This is an optimization exercise on Yosys and OpenROAD, whose aim is small area, a short achievable clock period and few clock cycles per item, not a production implementation.
Function was checked by simulation only, so behaviour that the tests miss may differ from the original.
Power and IR drop assume default switching activity.

## JK
==> flow/design.v <==
module sobel_stream #(
    parameter int WIDTH = 128,
    parameter int DEPTH = 128,
    parameter int PIX_W = 8
) (
    input  logic             ClkPort,
    input  logic             Reset,
    input  logic [PIX_W-1:0] threshold,
    input  logic             in_valid,
    output logic             in_ready,
    input  logic [PIX_W-1:0] in_pixel,
    output logic             out_valid,
    input  logic             out_ready,
    output logic             out_edge,
    output logic             out_first,
    output logic             out_last
);
    localparam int CW  = $clog2(WIDTH);
    localparam int RW  = $clog2(DEPTH);
    localparam int LW  = CW + 1;
    localparam int CAP = 5;                  
    localparam int OW  = $clog2(CAP + 1);
    localparam int FD  = CAP - 1;            
    localparam int FW  = $clog2(FD);
    localparam logic [CW-1:0] COL_LAST = CW'(WIDTH - 1);
    localparam logic [RW-1:0] ROW_LAST = RW'(DEPTH - 1);
    logic             acc, cons, hv, h0, in_first;
    logic [PIX_W-1:0] pix_q, thr_q;
    logic in_ready_n, out_valid_n;
    assign acc = in_valid && !in_ready_n;
    always_ff @(posedge ClkPort) begin
        if (acc) pix_q <= in_pixel;
        if (acc && in_first) thr_q <= threshold;
    end
    logic [PIX_W*WIDTH-1:0] ra, rb;
    logic [PIX_W-1:0]       ta, tb;
    assign ta = ra[PIX_W*WIDTH-1 -: PIX_W];
    assign tb = rb[PIX_W*WIDTH-1 -: PIX_W];
    always_ff @(posedge ClkPort) begin
        ra <= {ra[PIX_W*(WIDTH-1)-1:0], cons ? pix_q : ta};
        rb <= {rb[PIX_W*(WIDTH-1)-1:0], cons ? ta : tb};
    end
    logic [CW-1:0] dph;
    logic          z0, z1;
    logic [LW-1:0] lag;
    logic          l0, l128, l129;
    logic [RW-1:0] g_row;
    logic [CW-1:0] g_col;
    logic          gb, ga, gz;
    logic [1:0]    gk;                       
    logic [OW-1:0] ocnt;
    logic          rm, cp, eb, ei;
    logic emit, emit_int, xfer, inc, dec;
    assign cons     = hv && cp;
    assign emit     = eb || (cons && (gb || ei));
    assign emit_int = cons && ei;
    assign xfer     = !out_valid_n && out_ready;
    assign inc      = cons && !emit;
    assign dec      = emit && !cons;
    logic [RW-1:0] n_row;
    logic [CW-1:0] n_col;
    logic          n_b;
    logic [1:0]    n_k;
    assign n_col = g_col + 1'b1;
    assign n_row = (g_col == COL_LAST) ? ((g_row == ROW_LAST) ? '0 : g_row + 1'b1) : g_row;
    assign n_b   = (g_col >= CW'(WIDTH - 2)) || (g_row == '0) || (g_row == ROW_LAST);
    assign n_k   = !n_b ? 2'b01 :
                   (g_row == ROW_LAST && g_col == COL_LAST) ? 2'b10 :
                   (g_row == ROW_LAST && g_col == CW'(WIDTH - 2)) ? 2'b11 : 2'b00;
    logic          l0_nx, l128_nx, l129_nx, z0_nx, z1_nx, rm_nx, ga_nx, gz_nx, gb_nx, g_last_nx;
    logic [LW-1:0] lag_nx;
    logic [OW-1:0] ocnt_nx;
    assign lag_nx  = inc ? lag + 1'b1 : dec ? lag - 1'b1 : lag;
    assign l0_nx   = inc ? 1'b0 : dec ? (lag == LW'(1)) : l0;
    assign l128_nx = inc ? (lag == LW'(WIDTH - 1)) : dec ? l129 : l128;
    assign l129_nx = inc ? l128 : dec ? 1'b0 : l129;
    assign z0_nx   = cons || z1;
    assign z1_nx   = !cons && (dph == CW'(2));
    assign ocnt_nx = (emit && !xfer) ? ocnt + 1'b1 : (xfer && !emit) ? ocnt - 1'b1 : ocnt;
    assign rm_nx   = !(((ocnt == OW'(CAP)) && (emit || !xfer)) ||
                       ((ocnt == OW'(CAP - 1)) && emit && !xfer));
    assign gb_nx   = emit ? n_b : gb;
    assign ga_nx   = emit ? (g_row == RW'(DEPTH - 2) && g_col == CW'(WIDTH - 4)) : ga;
    assign gz_nx   = emit ? ga : gz;
    assign g_last_nx = l129_nx && (emit ? ga : gz);
    always_ff @(posedge ClkPort) begin
        h0  <= h0_nx;
        dph <= cons ? '0 : dph - 1'b1;
        z0  <= z0_nx;
        z1  <= z1_nx;
    end
    logic in_first_nx, hv_nx, h0_nx, cp_nx, in_ready_nx;
    assign in_first_nx = acc ? (!in_first && g_last_nx) : in_first;
    assign hv_nx       = acc || (hv && !cons);
    assign h0_nx       = acc ? in_first : h0;
    assign cp_nx       = rm_nx && (h0_nx || z0_nx);
    assign in_ready_nx = in_first_nx ? (in_first && !hv_nx && !emit_int) : (!hv_nx || cp_nx);
    always_ff @(posedge ClkPort or posedge Reset) begin
        if (Reset) begin
            in_ready <= 1'b0;
            in_ready_n <= 1'b1;
            in_first <= 1'b1;
            hv       <= 1'b0;
            lag      <= '0;
            l0       <= 1'b1;
            l128     <= 1'b0;
            l129     <= 1'b0;
            g_row    <= '0;
            g_col    <= '0;
            gb       <= 1'b1;
            gk       <= 2'b10;
            ga       <= 1'b0;
            gz       <= 1'b0;
            ocnt     <= '0;
            rm       <= 1'b1;
            cp       <= 1'b1;
            eb       <= 1'b0;
            ei       <= 1'b0;
        end else begin
            in_ready <= in_ready_nx;
            in_ready_n <= !in_ready_nx;
            in_first <= in_first_nx;
            hv       <= hv_nx;
            lag      <= lag_nx;
            l0       <= l0_nx;
            l128     <= l128_nx;
            l129     <= l129_nx;
            ocnt     <= ocnt_nx;
            rm       <= rm_nx;
            cp       <= cp_nx;
            eb       <= gb_nx && rm_nx && !l0_nx;
            ei       <= !gb_nx && l129_nx;
            gb       <= gb_nx;
            ga       <= ga_nx;
            gz       <= gz_nx;
            if (emit) begin
                g_row <= n_row;
                g_col <= n_col;
                gk    <= n_k;
            end
        end
    end
    logic [9:0]        v_c, v1, vm, vl;
    logic signed [8:0] d_c, d1, dm, dl;
    logic              s1_e, s1_c;
    logic [1:0]        s1_k;
    assign v_c = {2'b00, tb} + {1'b0, ta, 1'b0} + {2'b00, pix_q};
    assign d_c = $signed({1'b0, pix_q}) - $signed({1'b0, tb});
    always_ff @(posedge ClkPort) begin
        v1   <= v_c;
        d1   <= d_c;
        s1_k <= gk;
        if (s1_c) begin
            vm <= v1;
            vl <= vm;
            dm <= d1;
            dl <= dm;
        end
    end
    logic signed [10:0] gx, gy, gx_q, gy_q;
    logic               s2_e;
    logic [1:0]         s2_k;
    assign gx = $signed({1'b0, v1}) - $signed({1'b0, vl});
    assign gy = 11'(dl) + (11'(dm) <<< 1) + 11'(d1);
    always_ff @(posedge ClkPort) begin
        gx_q <= gx;
        gy_q <= gy;
        s2_k <= s1_k;
    end
    always_ff @(posedge ClkPort or posedge Reset) begin
        if (Reset) begin
            s1_e <= 1'b0;
            s1_c <= 1'b0;
            s2_e <= 1'b0;
        end else begin
            s1_e <= emit;
            s1_c <= cons;
            s2_e <= s1_e;
        end
    end
    logic [11:0] xa, ya, ka, cs_s, cs_c, pg, pp;
    logic        edge_c;
    logic [1:0]  res;
    assign xa   = {2'b00, gx_q[9:0] ^ {10{gx_q[10]}}};
    assign ya   = {2'b00, gy_q[9:0] ^ {10{gy_q[10]}}};
    assign ka   = {4'b1111, ~thr_q};
    assign cs_s = xa ^ ya ^ ka;
    assign cs_c = {(xa[10:0] & ya[10:0]) | (xa[10:0] & ka[10:0]) | (ya[10:0] & ka[10:0]), gx_q[10]};
    assign pg   = cs_s & cs_c;
    assign pp   = cs_s | cs_c;
    always_comb begin
        edge_c = gy_q[10];
        for (int i = 0; i < 12; i++) edge_c = pg[i] | (pp[i] & edge_c);
    end
    assign res = (s2_k == 2'b01) ? {1'b0, edge_c} : s2_k;
    logic [1:0]    fifo [FD];
    logic [FW-1:0] wp, rp;
    logic [FW:0]   fcnt, fcnt_nx;
    logic          fne;                      
    logic          take, pop, push;
    logic [1:0]    head;
    assign take = out_valid_n || out_ready;
    assign pop     = take && fne;
    assign push    = s2_e && !(take && !fne);
    assign head    = fne ? fifo[rp] : res;
    assign fcnt_nx = (push && !pop) ? fcnt + 1'b1 : (pop && !push) ? fcnt - 1'b1 : fcnt;
    always_ff @(posedge ClkPort) begin
        if (s2_e) fifo[wp] <= res;           
        if (take) begin
            out_edge  <= (head == 2'b01);
            out_first <= (head == 2'b10);
            out_last  <= (head == 2'b11);
        end
    end
    always_ff @(posedge ClkPort or posedge Reset) begin
        if (Reset) begin
            out_valid <= 1'b0;
            out_valid_n <= 1'b1;
            wp        <= '0;
            rp        <= '0;
            fcnt      <= '0;
            fne       <= 1'b0;
        end else begin
            if (take) begin
                out_valid   <= fne || s2_e;
                out_valid_n <= !(fne || s2_e);
            end
            if (push) wp <= wp + 1'b1;
            if (pop)  rp <= rp + 1'b1;
            fcnt <= fcnt_nx;
            fne  <= (fcnt_nx != '0);
        end
    end
endmodule
export LEC_CHECK = 0
export ABC_CLOCK_PERIOD_IN_PS = 3000
export CAP_MARGIN = 20
export CORE_MARGIN = 2
export CORE_UTILIZATION = 70
export PLACE_DENSITY = 0.8
export SLEW_MARGIN = 20
create_clock -name core_clock -period 9.0 [get_ports {ClkPort}]
standard.sh (not shown) runs the stock make flow with config.mk's settings and CLKGATE_MAP_FILE= SYNTH_SCRIPT=/design/flow/synth_recipe.tcl, a recipe that flattens the netlist after the stock synthesis.
==> flow/flow/run.sh <==
#!/bin/bash
# Standard layout, with the standard synthesis run on its own first, then the rest of the
# flow with a larger setup repair margin, plain buffers on the ports and no dummy clock loads.
set -euo pipefail
bash standard.sh synth > synth.log 2>&1
bash standard.sh SETUP_SLACK_MARGIN=6.3 \
  "BUFFER_PORTS_ARGS=-buffer_cell sky130_fd_sc_hd__buf_2" \
  "CTS_ARGS=-sink_clustering_enable -repair_clock_nets -sink_clustering_size 20 -sink_clustering_max_diameter 42 -dont_use_dummy_load -buf_list sky130_fd_sc_hd__clkbuf_8 -root_buf sky130_fd_sc_hd__clkbuf_16" \
  finish > layout.log 2>&1
JK | status: complete | timing, DRC, antenna: pass
Testbench counts of JK, summed over its fixed seeds: cycles 263,224, pixels 262,144.
Input changes introduced in TR (baseline for comparison: JK):
--- a/flow/design.v
+++ b/flow/design.v
@@ -148,16 +148,14 @@
     assign d_c = $signed({1'b0, pix_q}) - $signed({1'b0, tb});
     always_ff @(posedge ClkPort) begin
         v1   <= v_c;
         d1   <= d_c;
         s1_k <= gk;
-        if (s1_c) begin
-            vm <= v1;
-            vl <= vm;
-            dm <= d1;
-            dl <= dm;
-        end
+        vm   <= s1_c ? v1 : vl;
+        vl   <= vm;
+        dm   <= s1_c ? d1 : dl;
+        dl   <= dm;
     end
     logic signed [10:0] gx, gy, gx_q, gy_q;
     logic               s2_e;
     logic [1:0]         s2_k;
     assign gx = $signed({1'b0, v1}) - $signed({1'b0, vl});
@@ -197,21 +195,25 @@
     logic [FW-1:0] wp, rp;
     logic [FW:0]   fcnt, fcnt_nx;
     logic          fne;                      
     logic          take, pop, push;
     logic [1:0]    head;
+    logic          oe_n, of_n, ol_n;
     assign take = out_valid_n || out_ready;
     assign pop     = take && fne;
     assign push    = s2_e && !(take && !fne);
     assign head    = fne ? fifo[rp] : res;
     assign fcnt_nx = (push && !pop) ? fcnt + 1'b1 : (pop && !push) ? fcnt - 1'b1 : fcnt;
     always_ff @(posedge ClkPort) begin
         if (s2_e) fifo[wp] <= res;           
+        out_edge  <= take ? (head == 2'b01) : !oe_n;
+        out_first <= take ? (head == 2'b10) : !of_n;
+        out_last  <= take ? (head == 2'b11) : !ol_n;
         if (take) begin
-            out_edge  <= (head == 2'b01);
-            out_first <= (head == 2'b10);
-            out_last  <= (head == 2'b11);
+            oe_n <= !(head == 2'b01);
+            of_n <= !(head == 2'b10);
+            ol_n <= !(head == 2'b11);
         end
     end
     always_ff @(posedge ClkPort or posedge Reset) begin
         if (Reset) begin
             out_valid <= 1'b0;
==> run summary <==
- On biggest cell delay along the critical path, JK and TR are basically level.
- Re total power density per cell area: JK and TR aren't equal, and the lower value belongs to TR.
- Between JK and TR, synthesized-area fraction occupied by ao, oa, aoi and oai cells is higher for TR, JK comes in under that.
- Between JK and TR, the post-synthesis cell area figures differ only marginally.
- In the flow results for JK and TR, the ratio of routed vias to standard cells is larger on TR.
- [compare] base=JK new=TR: global-route usage went up; starting density of the core did not really move; minimum clock period went down; part of the power in combinational logic went down; met1 usage went up.
- Compared with JK, in TR area of combinational cells with multiple inputs climbed 7.1%, total design power went down.
Testbench counts of TR, summed over its fixed seeds: cycles 263,224, pixels 262,144.

-- port drivers added, routing unchanged --
The flow's constraints put no driver on any port. The routed layouts listed below were extracted and timed again, unchanged, in two steps.
Step 1: set_driving_cell puts a clkbuf_16 on ClkPort and a buf_2 on each other input, an assumption about the parent block.
Step 2 times the ports against the registers' clock, not the clock port: input delays grow and output delays shrink by t, the midpoint of the rising clock arrivals with the driver on.
Three values: ideal, step 1, step 2; two values: the first two.
run	shift t [ns]	setup slack, ns	hold WS [ns]	worst slew at a driven data input, ns
JK	0.709	6.010 / 5.947 / 5.779	0.277 / 0.277 / 0.277	0.03
TR	0.722	6.056 / 5.989 / 5.704	0.290 / 0.290 / 0.290	0.04
After both steps every run listed still meets setup and hold. The setup slack of TR, which loses most, moves by -0.067 ns with the drivers and by -0.352 ns with both steps.
